What follows belongs to an exercise in optimizing a design on an open flow for small area, a short achievable clock period and few clock cycles per item; a production flow would make more cautious choices.
No run shown here included a check of the RTL's function; only the layout flow was run.
Power figures rest on the tool's default switching activity, not on a simulated workload.

==> flow/design.v (outline; a module is shown in full before it is edited, if it fits) <==
// module mult_diya_fp32: 1684 lines
// module mult_fa: 4 lines
// module mult_fa1: 4 lines
// module mult_ha: 4 lines
// module g_aoi21: 3 lines
// module g_aoi22: 3 lines
// module g_inv: 3 lines
// module g_mux2i: 3 lines
// module g_nand2: 3 lines
// module g_nand3: 3 lines
// module g_nor2: 3 lines
// module g_nor3: 3 lines
// module g_oai21: 3 lines
// module g_oai22: 3 lines
// module g_xor2: 3 lines
module mult_diya_fp32 (
   input  logic        clk,
   input  logic        nRST,
   input  logic        valid_in,
   input  logic [31:0] data1,
   input  logic [31:0] data2,
   output logic [31:0] result,
   output logic        valid_out
);
  // ...
==> flow/run.sh <==
#!/bin/bash
# synth_recipe.tcl (not shown) runs the flow's synth.tcl, then flattens the netlist and writes it again
# the make line also repeats each setting of config.mk as NAME=value (left out here)
make -C /OpenROAD-flow-scripts/flow DESIGN_CONFIG=/design/flow/config.mk WORK_HOME=/design/flow/orfs CLKGATE_MAP_FILE= SYNTH_SCRIPT=/design/flow/synth_recipe.tcl finish
==> flow/config.mk <==
export PLATFORM = sky130hd
export DESIGN_NAME = mult_diya_fp32
export DESIGN_NICKNAME = mult_diya_fp32
export VERILOG_FILES = /design/flow/design.v
export SDC_FILE = /design/flow/constraint.sdc
export NUM_CORES = 4
export LEC_CHECK = 0
export CAP_MARGIN = 20
export CORE_MARGIN = 2
export CORE_UTILIZATION = 40
export SLEW_MARGIN = 20
export SYNTH_HIERARCHICAL = 1
export SYNTH_MINIMUM_KEEP_SIZE = 0
==> flow/constraint.sdc <==
create_clock -name core_clock -period 14.0 [get_ports {clk}]
set_input_delay 2.8000 -clock core_clock [delete_from_list [all_inputs] [get_ports {clk}]]
set_output_delay 2.8000 -clock core_clock [all_outputs]
set_load 0.01 [all_outputs]
==> results.sh, run 1 <==
export IMPL_status="finished clean"
export IMPL_powerDensity_nw_per_um2=213
export IMPL_reg2reg_depth=13
export IMPL_fmax_ghz=0.211
export IMPL_hp_start="r1_e[0]"
export IMPL_min_path_type="flip-flop to flip-flop"
export IMPL_seq_power_share=0.237
export IMPL_n_fill_cell=5275
export IMPL_worstPathRequired_ns=14.48
export IMPL_multi_input_area_share=0.630
export IMPL_ctsResizeCount=0
export IMPL_cts_buffer_depth=3
export IMPL_avgViaCountPerCell=5.46
export IMPL_buffer_area_frac=0.0559
export IMPL_mostFrequentLayoutCells="303 x xnor2_1, 264 x a22oi_1, 256 x fa_1, 248 x dfxtp_1, 208 x nand2_1"
export IMPL_top_register="r2_sv"
export IMPL_ios=100
export IMPL_crit_start="data1[24]"
export IMPL_peakVddDrop_mv=0.106
export IMPL_power_top_group="combinational logic"
export IMPL_dp_hpwl_mm=42.1
export IMPL_switching_share=0.439
export IMPL_route_detailed_drc=0
export IMPL_fp_row_count=86
export IMPL_endpoint="r1_e[7]"
export IMPL_stdcell_count=3168
export IMPL_drive_gt1_frac=0.0818
export IMPL_holdBufCountCts=0
export IMPL_seq_area_um2=5150
export IMPL_multi_input_area_um2=15900
export IMPL_finalPower_w=0.00538
export IMPL_fin_tns_setup_ns=0
export IMPL_maxCapViolations=0
export IMPL_finalInstanceArea_um2=25300
export IMPL_relSlewSlack=0.327
export IMPL_hold_ws_ns=0.321
export IMPL_combPwrFrac=0.600
==> inputs of run 2 (changes only) <==
--- a/flow/config.mk
+++ b/flow/config.mk
@@ -8,6 +8,6 @@
 export CAP_MARGIN = 20
 export CORE_MARGIN = 2
 export CORE_UTILIZATION = 40
-export SLEW_MARGIN = 20
+export SLEW_MARGIN = 60
 export SYNTH_HIERARCHICAL = 1
 export SYNTH_MINIMUM_KEEP_SIZE = 0
==> results.sh, run 2 <==
export IMPL_die_x_um=241
export IMPL_yosys_warnings=7
export IMPL_powerDensity_nw_per_um2=213
export IMPL_ios=100
export IMPL_finalPower_w=0.00540
export IMPL_relSlewSlack=0.615
export IMPL_top_register="r2_sv"
export IMPL_path_class="primary input to flip-flop"
export IMPL_finalCriticalPeriod_ns=4.71
export IMPL_io_buffer_count=99
export IMPL_end_kind="flip-flop"
export IMPL_final_hold_violation_count=0
export IMPL_critPathArrivalTime_ns=5.20
export IMPL_tritoncts="yes"
export IMPL_max_stage_delay_ns=0.48
export IMPL_grt_max_degree=30
export IMPL_synth_avg_cell_area_um2=9.53
export IMPL_holdBufCountCts=0
export IMPL_numCtsBuffers=31
export IMPL_avgViaCountPerCell=5.45
export IMPL_finalSetupViolCount=0
export IMPL_vias=17300
export IMPL_peakVddDrop_mv=0.103
export IMPL_dr_pass1_iters=7
export IMPL_reg2reg_depth=13
export IMPL_maxSlewViolCount=0
export IMPL_grt_pass1_vias=18200
export IMPL_clkSlewWorstSetupHoldPaths_ns=0.06
export IMPL_stdcell_count=3169
export IMPL_fmax_ghz=0.212
export IMPL_grt_pass1_wl_mm=99.4
export IMPL_gp_congestion=0.862
export IMPL_routedWlPerCell_um=19.8
export IMPL_finalInstanceArea_um2=25400
export IMPL_route_detailed_drc=0
export IMPL_maxCapViolations=0
export IMPL_grt_setup_unrepaired="false"
export IMPL_switching_share=0.439
export IMPL_critPathLaunchType="primary input"
export IMPL_area_growth_syn_to_layout_pct=13.0
export IMPL_power_internal_w=0.00303
export IMPL_grt_usage=0.219
export IMPL_die_y_um=241
export IMPL_cp_depth=9
export IMPL_reg2reg_slack_ns=10.09
export IMPL_dpl_cell_area_um2=24200
export IMPL_crit_top_cell="ha_1"
export IMPL_largest_registers="r2_sv x48, r2_cv x47, r4_res x32"
export IMPL_clock_latency_ns=0.61
export IMPL_status="finished clean"
export IMPL_cp_max_fo=3
export IMPL_pwr_share_clk=0.162
export IMPL_p_leak_nw=10.2
export IMPL_post_route_period_util=0.336
export IMPL_initial_core_util=0.406
export IMPL_path_buf_inv=1
export IMPL_first_iter_violations=1380
export IMPL_seq_power_share=0.236
export IMPL_p_switching_w=0.00237
export IMPL_grt_remaining_overflow=0
export IMPL_drt_total_wl_mm=62.8
export IMPL_cts_htree_levels=1
export IMPL_mostFrequentLayoutCells="303 x xnor2_1, 264 x a22oi_1, 256 x fa_1, 245 x dfxtp_1, 207 x nand2_1"
export IMPL_whs_path_depth=0
export IMPL_min_path_type="flip-flop to flip-flop"
export IMPL_die_area_um2=58000
export IMPL_syn_num_nets=2739
export IMPL_synth_cells=2355
export IMPL_antennaDiodeCount=0
export IMPL_dpl_cell_count=3111
export IMPL_drive_gt1_frac=0.0880
export IMPL_hold_ws_ns=0.320
export IMPL_cts_sinks=256
export IMPL_fin_tns_setup_ns=0
export IMPL_grt_antenna_before_repair=1
export IMPL_cts_buffer_depth=3
export IMPL_ctsResizeCount=0
export IMPL_core_area_um2=55300
export IMPL_netlist_area_um2=22500
export IMPL_ant_nets=0
export IMPL_largest_reg_flops=48
export IMPL_fp_row_count=86
export IMPL_layout_commonest_cell="xnor2_1"
export IMPL_worst_pin_slew_ns=0.561
export IMPL_cts_root_buf="clkbuf_16"
export IMPL_n_fill_cell=5303
export IMPL_dp_hpwl_mm=42.1
export IMPL_worstPathRequired_ns=14.49
export IMPL_post_cts_setup_buffer_count=0
export IMPL_crit_family="adder cells"
export IMPL_path_cells="clkdlybuf4s50_1 -> ha_1 -> ha_1 -> fa_1 -> a21o_1 -> a21oi_1 -> o21ai_0 -> a211oi_1 -> nor3_1"
export IMPL_combPwrFrac=0.602
export IMPL_critPathSlowestCell="fa_1"
export IMPL_layout_nets=2782
export IMPL_finClkSkew_ns=0.0217
-- run 2: changes by cell type in the layout (fill, tap and decap cells not counted), moves of 3 or more --
cell,previous run,this run
dfxtp_4,0,4
dfxtp_1,248,245
clkinv_2,1,7
nor2_2,1,4
clkbuf_8,7,2
nor2_1,145,142
-- run 2: path summary, 6_finish.rpt --
path | end | startpoint
setup / recovery | r1_e[7] | data1[24]
hold / removal | r2_e[0] | r1_e[0]
setup reg to reg | r4_res[15] | r3_e[5]
hold reg to reg | r2_e[0] | r1_e[0]
max in group asynchronous | r1_v | nRST
min in group asynchronous | r3_v | nRST
-- run 2: final cells by class --
class | count | area, um2 | area share
clock buffer | 37 | 818 | 0.0323
clock inverter | 19 | 299 | 0.0118
inverter | 194 | 728 | 0.0287
multi-input combinational | 1758 | 16000 | 0.629
sequential | 256 | 5160 | 0.204
tap | 748 | 936 | 0.0369
timing repair buffer | 157 | 1460 | 0.0576
-- run 2: power groups by stage --
stage,Sequential [W],Combinational (W),Clock (W)
after floorplan,0.00127,0.00232,0
after global placement,0.00128,0.00316,0
after detailed placement,0.00129,0.00324,0
after CTS,0.00127,0.00328,0.000900
after global routing,0.00131,0.00373,0.000929
final,0.00127,0.00325,0.000878
-- run 2: per-layer routing --
metal | global-route usage | vias up | share of wire
met5 | 0 | - | 0.00021
met2 | 0.363 | 818 | 0.47
li1 | - | 7872 | -
met1 | 0.278 | 8423 | 0.41
met4 | 0.0845 | 2 | 0.034
met3 | 0.0487 | 168 | 0.088
-- run 2: through the flow --
stage          worst slack (ns)   util
2_1_floorplan              9.39      -
3_3_place_gp               8.75  0.436
3_5_place_dp               8.70  0.438
4_1_cts                    9.31  0.458
5_1_grt                    9.20  0.459
6_report                   9.29  0.459

==> static timing again, ports no longer ideal <==
How much do the figures lean on ideal ports? The routed layouts below were timed once more, with nothing changed but the port constraints. Step 1 (the two cells are an assumption about what drives the block):
set clk [get_ports {clk}]
set_driving_cell -lib_cell sky130_fd_sc_hd__clkbuf_16 $clk
set_driving_cell -lib_cell sky130_fd_sc_hd__buf_2 [delete_from_list [all_inputs] $clk]
Step 2 times the ports against the registers' clock, not the clock port: input delays grow and output delays shrink by t, the midpoint of the rising clock arrivals with the driver on. Three values: ideal ports, drivers, drivers and shift; two values: the first two.
| run | t (ns) | setup slack, ns | worst setup path at the end | latest minus earliest clock arrival (ns) |
|---|---|---|---|---|
| run 1 | 0.659 | 9.251 / 9.267 / 8.609 | input to register | 0.026 / 0.025 |
| run 2 | 0.653 | 9.290 / 9.298 / 8.644 | input to register | 0.023 / 0.023 |
After both steps setup and hold are still met in every run listed. For run 2, which loses most, drivers alone change the setup slack by +0.008 ns; drivers and shift together by -0.646 ns.
